From an optimization exercise on the open Yosys and OpenROAD flow, aimed at small area, a short achievable clock period and few clock cycles per item; shortcuts taken in it are not production practice.
Only simulation tests tie the RTL to the original design; equivalence was not proved.
No activity file was given, so power comes from the tool's default toggle rates.

===== design/flow/run.sh =====
#!/bin/bash
# synth_recipe.tcl (not shown) runs the flow's synth.tcl, then flattens the netlist and writes it again
# the make line also repeats each setting of config.mk as NAME=value (left out here)
make -C /OpenROAD-flow-scripts/flow DESIGN_CONFIG=/design/flow/config.mk WORK_HOME=/design/flow/orfs CLKGATE_MAP_FILE= SYNTH_SCRIPT=/design/flow/synth_recipe.tcl finish

===== design/flow/config.mk =====
export PLATFORM = sky130hd
export DESIGN_NAME = risc_integer_execute_unit_core
export DESIGN_NICKNAME = risc_integer_execute_unit_core
export VERILOG_FILES = /design/flow/design.v
export SDC_FILE = /design/flow/constraint.sdc
export NUM_CORES = 4
export LEC_CHECK = 0
export CAP_MARGIN = 20
export CORE_MARGIN = 2
export CORE_UTILIZATION = 30
export SLEW_MARGIN = 20

===== design/flow/constraint.sdc =====
create_clock -name core_clock -period 6.0 [get_ports {clk_i}]
set_input_delay 1.2000 -clock core_clock [delete_from_list [all_inputs] [get_ports {clk_i}]]
set_output_delay 1.2000 -clock core_clock [all_outputs]
set_load 0.01 [all_outputs]

===== design/flow/design.v =====
`default_nettype none
package rieu_pkg;
  localparam int unsigned XLEN = 32;
  localparam logic [5:0] OP_SPECIAL = 6'h00;
  localparam logic [5:0] OP_REGIMM  = 6'h01;
  localparam logic [5:0] OP_J       = 6'h02;
  localparam logic [5:0] OP_JAL     = 6'h03;
  localparam logic [5:0] OP_BEQ     = 6'h04;
  localparam logic [5:0] OP_BNE     = 6'h05;
  localparam logic [5:0] OP_BLEZ    = 6'h06;
  localparam logic [5:0] OP_BGTZ    = 6'h07;
  localparam logic [5:0] OP_ADDI    = 6'h08;
  localparam logic [5:0] OP_ADDIU   = 6'h09;
  localparam logic [5:0] OP_SLTI    = 6'h0A;
  localparam logic [5:0] OP_ANDI    = 6'h0C;
  localparam logic [5:0] OP_ORI     = 6'h0D;
  localparam logic [5:0] OP_XORI    = 6'h0E;
  localparam logic [5:0] OP_LUI     = 6'h0F;
  localparam logic [5:0] OP_LB      = 6'h20;
  localparam logic [5:0] OP_LH      = 6'h21;
  localparam logic [5:0] OP_LW      = 6'h23;
  localparam logic [5:0] OP_SB      = 6'h28;
  localparam logic [5:0] OP_SH      = 6'h29;
  localparam logic [5:0] OP_SW      = 6'h2B;
  localparam logic [5:0] FN_SLL     = 6'h00;
  localparam logic [5:0] FN_SRL     = 6'h02;
  localparam logic [5:0] FN_SRA     = 6'h03;
  localparam logic [5:0] FN_JR      = 6'h08;
  localparam logic [5:0] FN_JALR    = 6'h09;
  localparam logic [5:0] FN_SYSCALL = 6'h0C;
  localparam logic [5:0] FN_MFHI    = 6'h10;
  localparam logic [5:0] FN_MTHI    = 6'h11;
  localparam logic [5:0] FN_MFLO    = 6'h12;
  localparam logic [5:0] FN_MTLO    = 6'h13;
  localparam logic [5:0] FN_MULT    = 6'h18;
  localparam logic [5:0] FN_MULTU   = 6'h19;
  localparam logic [5:0] FN_DIV     = 6'h1A;
  localparam logic [5:0] FN_DIVU    = 6'h1B;
  localparam logic [5:0] FN_ADD     = 6'h20;
  localparam logic [5:0] FN_ADDU    = 6'h21;
  localparam logic [5:0] FN_SUB     = 6'h22;
  localparam logic [5:0] FN_SUBU    = 6'h23;
  localparam logic [5:0] FN_AND     = 6'h24;
  localparam logic [5:0] FN_OR      = 6'h25;
  localparam logic [5:0] FN_XOR     = 6'h26;
  localparam logic [5:0] FN_NOR     = 6'h27;
  localparam logic [5:0] FN_SLT     = 6'h2A;
  localparam logic [31:0] EXIT_CODE = 32'h0000_000A;
  typedef enum logic [1:0] {
    LONG_NONE = 2'd0,
    LONG_MUL  = 2'd1,
    LONG_DIV  = 2'd2
  } long_e;
  typedef struct packed {
    logic  load;
    long_e long_op;
    logic  start;
    logic  step;
    logic  finish;
  } ctl_t;
  typedef struct packed {
    logic  last;
    long_e long_op;
  } sts_t;
endpackage
`default_nettype wire
`default_nettype none
import rieu_pkg::*;
module rieu_ctrl (
  input  wire logic          clk_i,
  input  wire logic          rst_ni,
  input  wire logic          in_valid_i,
  output logic               in_ready_o,
  output logic               out_valid_o,
  input  wire logic          out_ready_i,
  input  wire rieu_pkg::sts_t sts_i,
  output rieu_pkg::ctl_t     ctl_o
);
  localparam logic [1:0] S_IDLE = 2'd0;
  localparam logic [1:0] S_PREP = 2'd1;
  localparam logic [1:0] S_RUN  = 2'd2;
  localparam logic [1:0] S_OUT  = 2'd3;
  logic [1:0] state_q, state_d;
  logic       accept;
  assign in_ready_o  = (state_q == S_IDLE) || (state_q == S_OUT && out_ready_i);
  assign out_valid_o = (state_q == S_OUT);
  assign accept      = in_valid_i && in_ready_o;
  always_comb begin
    state_d       = state_q;
    ctl_o         = '0;
    ctl_o.long_op = sts_i.long_op;
    ctl_o.load    = accept;
    case (state_q)
      S_IDLE, S_OUT: begin
        if (accept) begin
          state_d = S_PREP;
        end else if (state_q == S_OUT && out_ready_i) begin
          state_d = S_IDLE;
        end
      end
      S_PREP: begin
        if (sts_i.long_op == LONG_NONE) begin
          ctl_o.finish = 1'b1;
          state_d      = S_OUT;
        end else begin
          ctl_o.start = 1'b1;
          state_d     = S_RUN;
        end
      end
      S_RUN: begin
        if (sts_i.last) begin
          ctl_o.finish = 1'b1;
          state_d      = S_OUT;
        end else begin
          ctl_o.step = 1'b1;
        end
      end
      default: state_d = S_IDLE;
    endcase
  end
  always_ff @(posedge clk_i or negedge rst_ni) begin
    if (!rst_ni) begin
      state_q <= S_IDLE;
    end else begin
      state_q <= state_d;
    end
  end
endmodule
`default_nettype wire
`default_nettype none
import rieu_pkg::*;
module rieu_dpath #(
  parameter int unsigned Xlen = rieu_pkg::XLEN
) (
  input  wire logic             clk_i,
  input  wire logic             rst_ni,
  input  wire rieu_pkg::ctl_t   ctl_i,
  output rieu_pkg::sts_t        sts_o,
  input  wire logic [5:0]       mode_i,
  input  wire logic [5:0]       function_code_i,
  input  wire logic [Xlen-1:0]  operand_a_i,
  input  wire logic [Xlen-1:0]  operand_b_i,
  input  wire logic [15:0]      immediate_i,
  input  wire logic [4:0]       shift_amount_i,
  input  wire logic [Xlen-1:0]  syscall_code_i,
  output logic [Xlen-1:0]       result_o,
  output logic                  result_valid_o,
  output logic [Xlen-1:0]       hi_value_o,
  output logic [Xlen-1:0]       lo_value_o,
  output logic                  halt_o,
  output logic                  unsupported_o
);
  localparam int unsigned CntW = $clog2(Xlen) + 1;
  logic [5:0]      op_q, fn_q;
  logic [Xlen-1:0] a_q, b_q, code_q;
  logic [15:0]     imm_q;
  logic [4:0]      sa_q;
  logic [Xlen-1:0] hi_q, hi_d, lo_q, lo_d;
  logic [Xlen-1:0] res_q, res_d;
  logic            vld_q, vld_d, halt_q, halt_d, uns_q, uns_d;
  logic [Xlen-1:0] acc_q, acc_d, mq_q, mq_d, dv_q, dv_d;
  logic [CntW-1:0] cnt_q, cnt_d;
  logic            neg_q_q, neg_r_q, neg_q_d, neg_r_d;
  logic [Xlen-1:0] sext_imm, zext_imm, add_imm, prod_b;
  logic [Xlen:0]   madd, rem_try;
  logic [Xlen-1:0] rem_sh;
  logic [2*Xlen-1:0] prod_full, prod_neg;
  logic            na, nb, div0;
  rieu_pkg::long_e kind;
  logic            sgn;
  assign sext_imm = {{(Xlen-16){imm_q[15]}}, imm_q};
  assign zext_imm = {{(Xlen-16){1'b0}}, imm_q};
  assign add_imm  = a_q + sext_imm;
  assign na       = a_q[Xlen-1];
  assign nb       = b_q[Xlen-1];
  assign div0     = (b_q == '0);
  always_comb begin
    kind = LONG_NONE;
    if (op_q == OP_SPECIAL) begin
      if (fn_q == FN_MULT || fn_q == FN_MULTU) begin
        kind = LONG_MUL;
      end else if ((fn_q == FN_DIV || fn_q == FN_DIVU) && !div0) begin
        kind = LONG_DIV;
      end
    end
  end
  assign sts_o.long_op = kind;
  assign sts_o.last    = (cnt_q == CntW'(Xlen));
  assign sgn = (fn_q == FN_MULT) || (fn_q == FN_DIV);
  assign prod_b  = mq_q[0] ? dv_q : '0;
  assign madd    = {1'b0, acc_q} + {1'b0, prod_b};
  assign rem_sh  = {acc_q[Xlen-2:0], mq_q[Xlen-1]};
  assign rem_try = {acc_q[Xlen-1], rem_sh} - {1'b0, dv_q};
  assign prod_full = {acc_q, mq_q};
  assign prod_neg  = '0 - prod_full;
  always_comb begin
    acc_d   = acc_q;
    mq_d    = mq_q;
    dv_d    = dv_q;
    cnt_d   = cnt_q;
    neg_q_d = neg_q_q;
    neg_r_d = neg_r_q;
    if (ctl_i.start) begin
      acc_d   = '0;
      cnt_d   = '0;
      mq_d    = (sgn && na) ? ('0 - a_q) : a_q;
      dv_d    = (sgn && nb) ? ('0 - b_q) : b_q;
      neg_q_d = sgn && (na != nb);
      neg_r_d = sgn && na;
    end else if (ctl_i.step) begin
      cnt_d = cnt_q + CntW'(1);
      if (ctl_i.long_op == LONG_MUL) begin
        acc_d = madd[Xlen:1];
        mq_d  = {madd[0], mq_q[Xlen-1:1]};
      end else begin
        if (!rem_try[Xlen]) begin
          acc_d = rem_try[Xlen-1:0];
          mq_d  = {mq_q[Xlen-2:0], 1'b1};
        end else begin
          acc_d = rem_sh;
          mq_d  = {mq_q[Xlen-2:0], 1'b0};
        end
      end
    end
  end
  always_comb begin
    res_d  = '0;
    vld_d  = 1'b0;
    halt_d = 1'b0;
    uns_d  = 1'b0;
    hi_d   = hi_q;
    lo_d   = lo_q;
    if (op_q == OP_SPECIAL) begin
      case (fn_q)
        FN_SLL: begin res_d = b_q << sa_q; vld_d = 1'b1; end
        FN_SRL: begin res_d = b_q >> sa_q; vld_d = 1'b1; end
        FN_SRA: begin res_d = $unsigned($signed(b_q) >>> sa_q); vld_d = 1'b1; end
        FN_JR, FN_JALR: ;
        FN_SYSCALL: halt_d = (code_q == Xlen'(EXIT_CODE));
        FN_MFHI: begin res_d = hi_q; vld_d = 1'b1; end
        FN_MTHI: hi_d = a_q;
        FN_MFLO: begin res_d = lo_q; vld_d = 1'b1; end
        FN_MTLO: lo_d = a_q;
        FN_MULT, FN_MULTU: begin
          if (neg_q_q) begin
            hi_d = prod_neg[2*Xlen-1:Xlen];
            lo_d = prod_neg[Xlen-1:0];
          end else begin
            hi_d = acc_q;
            lo_d = mq_q;
          end
        end
        FN_DIV, FN_DIVU: begin
          if (!div0) begin
            lo_d = neg_q_q ? ('0 - mq_q) : mq_q;
            hi_d = neg_r_q ? ('0 - acc_q) : acc_q;
          end
        end
        FN_ADD, FN_ADDU: begin res_d = a_q + b_q; vld_d = 1'b1; end
        FN_SUB, FN_SUBU: begin res_d = a_q - b_q; vld_d = 1'b1; end
        FN_AND: begin res_d = a_q & b_q; vld_d = 1'b1; end
        FN_OR:  begin res_d = a_q | b_q; vld_d = 1'b1; end
        FN_XOR: begin res_d = a_q ^ b_q; vld_d = 1'b1; end
        FN_NOR: begin res_d = ~(a_q | b_q); vld_d = 1'b1; end
        FN_SLT: begin
          res_d = Xlen'($signed(a_q) < $signed(b_q));
          vld_d = 1'b1;
        end
        default: uns_d = 1'b1;
      endcase
    end else begin
      case (op_q)
        OP_REGIMM, OP_J, OP_JAL, OP_BEQ, OP_BNE, OP_BLEZ, OP_BGTZ: ;
        OP_ADDI, OP_ADDIU, OP_LB, OP_LH, OP_LW, OP_SB, OP_SH, OP_SW: begin
          res_d = add_imm; vld_d = 1'b1;
        end
        OP_SLTI: begin
          res_d = Xlen'($signed(a_q) < $signed(sext_imm));
          vld_d = 1'b1;
        end
        OP_ANDI: begin res_d = a_q & zext_imm; vld_d = 1'b1; end
        OP_ORI:  begin res_d = a_q | zext_imm; vld_d = 1'b1; end
        OP_XORI: begin res_d = a_q ^ zext_imm; vld_d = 1'b1; end
        OP_LUI:  begin res_d = {imm_q, {(Xlen-16){1'b0}}}; vld_d = 1'b1; end
        default: uns_d = 1'b1;
      endcase
    end
  end
  always_ff @(posedge clk_i) begin
    if (ctl_i.load) begin
      op_q   <= mode_i;
      fn_q   <= function_code_i;
      a_q    <= operand_a_i;
      b_q    <= operand_b_i;
      imm_q  <= immediate_i;
      sa_q   <= shift_amount_i;
      code_q <= syscall_code_i;
    end
    acc_q   <= acc_d;
    mq_q    <= mq_d;
    dv_q    <= dv_d;
    cnt_q   <= cnt_d;
    neg_q_q <= neg_q_d;
    neg_r_q <= neg_r_d;
    if (ctl_i.finish) begin
      res_q <= res_d;
    end
  end
  always_ff @(posedge clk_i or negedge rst_ni) begin
    if (!rst_ni) begin
      hi_q   <= '0;
      lo_q   <= '0;
      vld_q  <= 1'b0;
      halt_q <= 1'b0;
      uns_q  <= 1'b0;
    end else if (ctl_i.finish) begin
      hi_q   <= hi_d;
      lo_q   <= lo_d;
      vld_q  <= vld_d;
      halt_q <= halt_d;
      uns_q  <= uns_d;
    end
  end
  assign result_o       = res_q;
  assign result_valid_o = vld_q;
  assign hi_value_o     = hi_q;
  assign lo_value_o     = lo_q;
  assign halt_o         = halt_q;
  assign unsupported_o  = uns_q;
endmodule
`default_nettype wire
`default_nettype none
import rieu_pkg::*;
module risc_integer_execute_unit_core #(
  parameter int unsigned Xlen = rieu_pkg::XLEN
) (
  input  wire logic            clk_i,
  input  wire logic            rst_ni,
  input  wire logic            in_valid_i,
  output logic                 in_ready_o,
  input  wire logic [5:0]      mode_i,
  input  wire logic [5:0]      function_code_i,
  input  wire logic [Xlen-1:0] operand_a_i,
  input  wire logic [Xlen-1:0] operand_b_i,
  input  wire logic [15:0]     immediate_i,
  input  wire logic [4:0]      shift_amount_i,
  input  wire logic [Xlen-1:0] syscall_code_i,
  output logic                 out_valid_o,
  input  wire logic            out_ready_i,
  output logic [Xlen-1:0]      result_o,
  output logic                 result_valid_o,
  output logic [Xlen-1:0]      hi_value_o,
  output logic [Xlen-1:0]      lo_value_o,
  output logic                 halt_o,
  output logic                 unsupported_o
);
  rieu_pkg::ctl_t ctl;
  rieu_pkg::sts_t sts;
  rieu_ctrl u_ctrl (
    .clk_i       (clk_i),
    .rst_ni      (rst_ni),
    .in_valid_i  (in_valid_i),
    .in_ready_o  (in_ready_o),
    .out_valid_o (out_valid_o),
    .out_ready_i (out_ready_i),
    .sts_i       (sts),
    .ctl_o       (ctl)
  );
  rieu_dpath #(.Xlen(Xlen)) u_dpath (
    .clk_i           (clk_i),
    .rst_ni          (rst_ni),
    .ctl_i           (ctl),
    .sts_o           (sts),
    .mode_i          (mode_i),
    .function_code_i (function_code_i),
    .operand_a_i     (operand_a_i),
    .operand_b_i     (operand_b_i),
    .immediate_i     (immediate_i),
    .shift_amount_i  (shift_amount_i),
    .syscall_code_i  (syscall_code_i),
    .result_o        (result_o),
    .result_valid_o  (result_valid_o),
    .hi_value_o      (hi_value_o),
    .lo_value_o      (lo_value_o),
    .halt_o          (halt_o),
    .unsupported_o   (unsupported_o)
  );
endmodule
`default_nettype wire

==> run notes <==
==> power by group <==
| group | switching (mW) | total (mW) | internal, mW | leakage [nW] |
|---|---|---|---|---|
| combinational | 5.35 | 8.72 | 3.37 | 10.7 |
| clock | 1.15 | 2.59 | 1.45 | 0.645 |
| sequential | 0.976 | 4.12 | 3.14 | 3.38 |
| total | 7.47 | 15.4 | 7.96 | 14.7 |
==> cell families after synthesis <==
| family | share of synthesized area, % |
|---|---|
| multiplexers | 8.82 |
| XOR/XNOR | 6.79 |
| AND/OR/NAND/NOR | 16.8 |
| buffers and inverters | 5.45 |
| AO/OA/AOI/OAI | 22.6 |
| flip-flops | 28.8 |
| adder cells (fa/ha/maj) | 10.7 |
==> synthesized netlist by cell type, types with 48 or more instances <==
cell type | number | area (um2)
a21o_1 | 54 | 405
a21oi_1 | 310 | 1550
a31oi_1 | 71 | 444
clkbuf_1 | 198 | 743
dfrtp_1 | 69 | 1730
edfxtp_1 | 227 | 6820
ha_1 | 267 | 3340
inv_1 | 207 | 777
mux2i_1 | 102 | 1020
nand2_1 | 402 | 1510
nand3_1 | 68 | 340
nor2_1 | 370 | 1390
nor3_1 | 74 | 370
o21ai_0 | 294 | 1470
o31ai_1 | 48 | 360
xnor2_1 | 196 | 1720
xor2_1 | 54 | 473
==> worst max-delay path, cell delays in order (launching register included) <==
cell       delay, ps
edfxtp_1         790
inv_1            380
ha_1             430
a21oi_1          120
o21ai_1          300
a21o_1           210
a31oi_1          220
o41ai_1          820
a2111oi_0        250
or3_1            470
mux2i_1          140
a211oi_1         290
o22ai_1          150
==> through the flow <==
stage                     std cells  setup slack [ps]  utilization [%]
after global routing           5405              1040             35.0
after detailed placement       5326              1360             33.7
after CTS                      5403              1330             35.0
final                          5406              1130             35.0
after global placement         5325              1300             33.7
after floorplan                3858              1070                -
==> how the worst max path moves through the flow <==
stage / from / slack (ps) / cells after the start / endpoint
final: u_dpath.a_q[1]$_DFFE_PP_ / 1130 / 12 / u_dpath.res_q[29]$_DFFE_PP_
after global routing: u_dpath.a_q[3]$_DFFE_PP_ / 1040 / 12 / u_dpath.res_q[29]$_DFFE_PP_
after global placement: u_dpath.a_q[1]$_DFFE_PP_ / 1300 / 12 / u_dpath.res_q[29]$_DFFE_PP_
after CTS: u_dpath.a_q[1]$_DFFE_PP_ / 1330 / 12 / u_dpath.res_q[29]$_DFFE_PP_
after detailed placement: u_dpath.a_q[1]$_DFFE_PP_ / 1360 / 12 / u_dpath.res_q[29]$_DFFE_PP_
after floorplan: out_ready_i / 1070 / 6 / u_ctrl.state_q[0]$_DFFE_PN0P_
==> metal layers <==
metal	global-route usage, %	share of wire (%)	wire length (um)	vias up
li1	-	-	-	14329
met1	34.7	41	60300	15340
met2	38.0	41	60900	1945
met3	5.52	11	15900	328
met4	14.6	6.7	9880	10
met5	0	0.035	52	-
==> area by class of cell <==
| class | count | area [um2] |
|---|---|---|
| Inverter | 212 | 796 |
| Multi-Input combinational cell | 3071 | 21300 |
| Timing Repair Buffer | 308 | 2950 |
| Clock buffer | 48 | 1080 |
| Antenna cell | 1 | 2.50 |
| Clock inverter | 29 | 289 |
| Fill cell | 11117 | 69500 |
| Sequential cell | 334 | 9300 |
| Tap cell | 1403 | 1760 |
==> metrics.yaml <==
areaGrowthSynthToFinish_pct: 16.1
holdWs_ps: 411
most-common-layout-cells: "nand2_1 (400), nor2_1 (368), a21oi_1 (310), o21ai_0 (293), ha_1 (267)"
finalWeightedCongestion: 1.06
hold_viol_final: 0
hp-class: "in2async"
finalSetupTns_ps: 0
synth_cell_type_count: 96
wire_per_inst_um: 27.2
layout_min_cycle_time_ps: 4870
pin_count: 234
postRouteAntennaNets: 0
grt_max_degree: 94
synth_flop_cell: "edfxtp_1"
row_count: 120
ys_ff_latch: 334
total_power_mw: 15.4
start_util_pct: 30.2
leakage_nw: 14.7
mostFrequentLayoutCell: "nand2_1"
dr.first_iter.drc_count: 4596
seq_area_frac_synth_pct: 28.8
htree_levels: 2
finalCritPeriodShare_pct: 81.1
numPortBuffers: 233
via_per_inst: 5.91
rsz0062_at_grt: "false"
cts_resized: 0
overflow: 0
drt_wl_total_um: 147000
cts.reportedPaths.clkPinSlew_ps: 60
syn_area_um2: 32300
routed-via-count: 31952
grt_pass1_wl_um: 211000
worst_slew_pin_slew_ps: 1210
first_global_vias: 29964
synth_edf_count: 227
status: "finished clean"
max_cap_violations: 0
cp-end-kind: "flop"
cts_max_path_buffers: 3
drive_gt1_share_pct: 7.42
cts_tree: "built"
netlist_instances: 3858
synth-async-reset-ratio_pct: 20.7
dieHeight_um: 332
critical_path_arrival_ps: 5180
cts_sinks: 334
crit_type: "reg2reg"
p_per_area_nw_per_um2: 412
fin_nets: 4374
die_x_um: 332
antenna_found_initial: 11
start_kind: "flop"
setup_violations: 0
crit_required_ps: 6310
coreArea_um2: 107000
cts_inserted_buffers: 42
ctsHoldBuffers: 0
drcViolationCount: 0
cp_max_fo: 10
firstDrtPassIters: 8
fin_area_um2: 37400
relSlewSlack_pct: 18.2
r2r_start: "u_dpath.a_q[1]$_DFFE_PP_"
dp_hpwl_um: 115000
reg2reg_slack_ps: 1130
post_cts.repair.setup_buffers: 0
maxSlewViolCount: 0
grt_usage_pct: 25.7
clk_latency_ps: 620
yosys_warnings: 2
avgSynthCellArea_um2: 8.36
die_area_um2: 110000
peakVddDrop_uv: 230
fmaxAchievable_ghz: 0.205
finClkSkew_ps: 47.9
syn-num-nets: 4263
clock-root-buffer: "clkbuf_16"
reg2reg_depth: 12
reg2reg_to: "u_dpath.res_q[29]$_DFFE_PP_"
dpl-instance-area_um2: 36000
Testbench counts, summed over its fixed seeds: cycles 88,801, items 16,000.

==> afterwards: timing with drivers on the ports <==
In the flow no input, the clock included, has a driving cell. The finished layout below was timed again as built, in two steps. Step 1 sets driving cells, clkbuf_16 on the clock port and buf_2 on the other inputs (assumed; they add their load-dependent delay and slew). Step 2 times the ports against the registers' clock, not the clock port: input delays grow and output delays shrink by t, the midpoint of the rising clock arrivals with the driver on. Slacks: ideal / step 1 / step 2; pairs: ideal / step 1.
t (ns): 0.668
setup WS [ns]: 1.133 / 1.133 / 1.133
worst setup path after step 2: register to register
worst slew at a driven data input, ns: 0.07
cell pins on the clock port's net: 1
After both steps setup and hold are still met in this run. For this run, drivers alone change the setup slack by 0.000 ns; drivers and shift together by 0.000 ns.
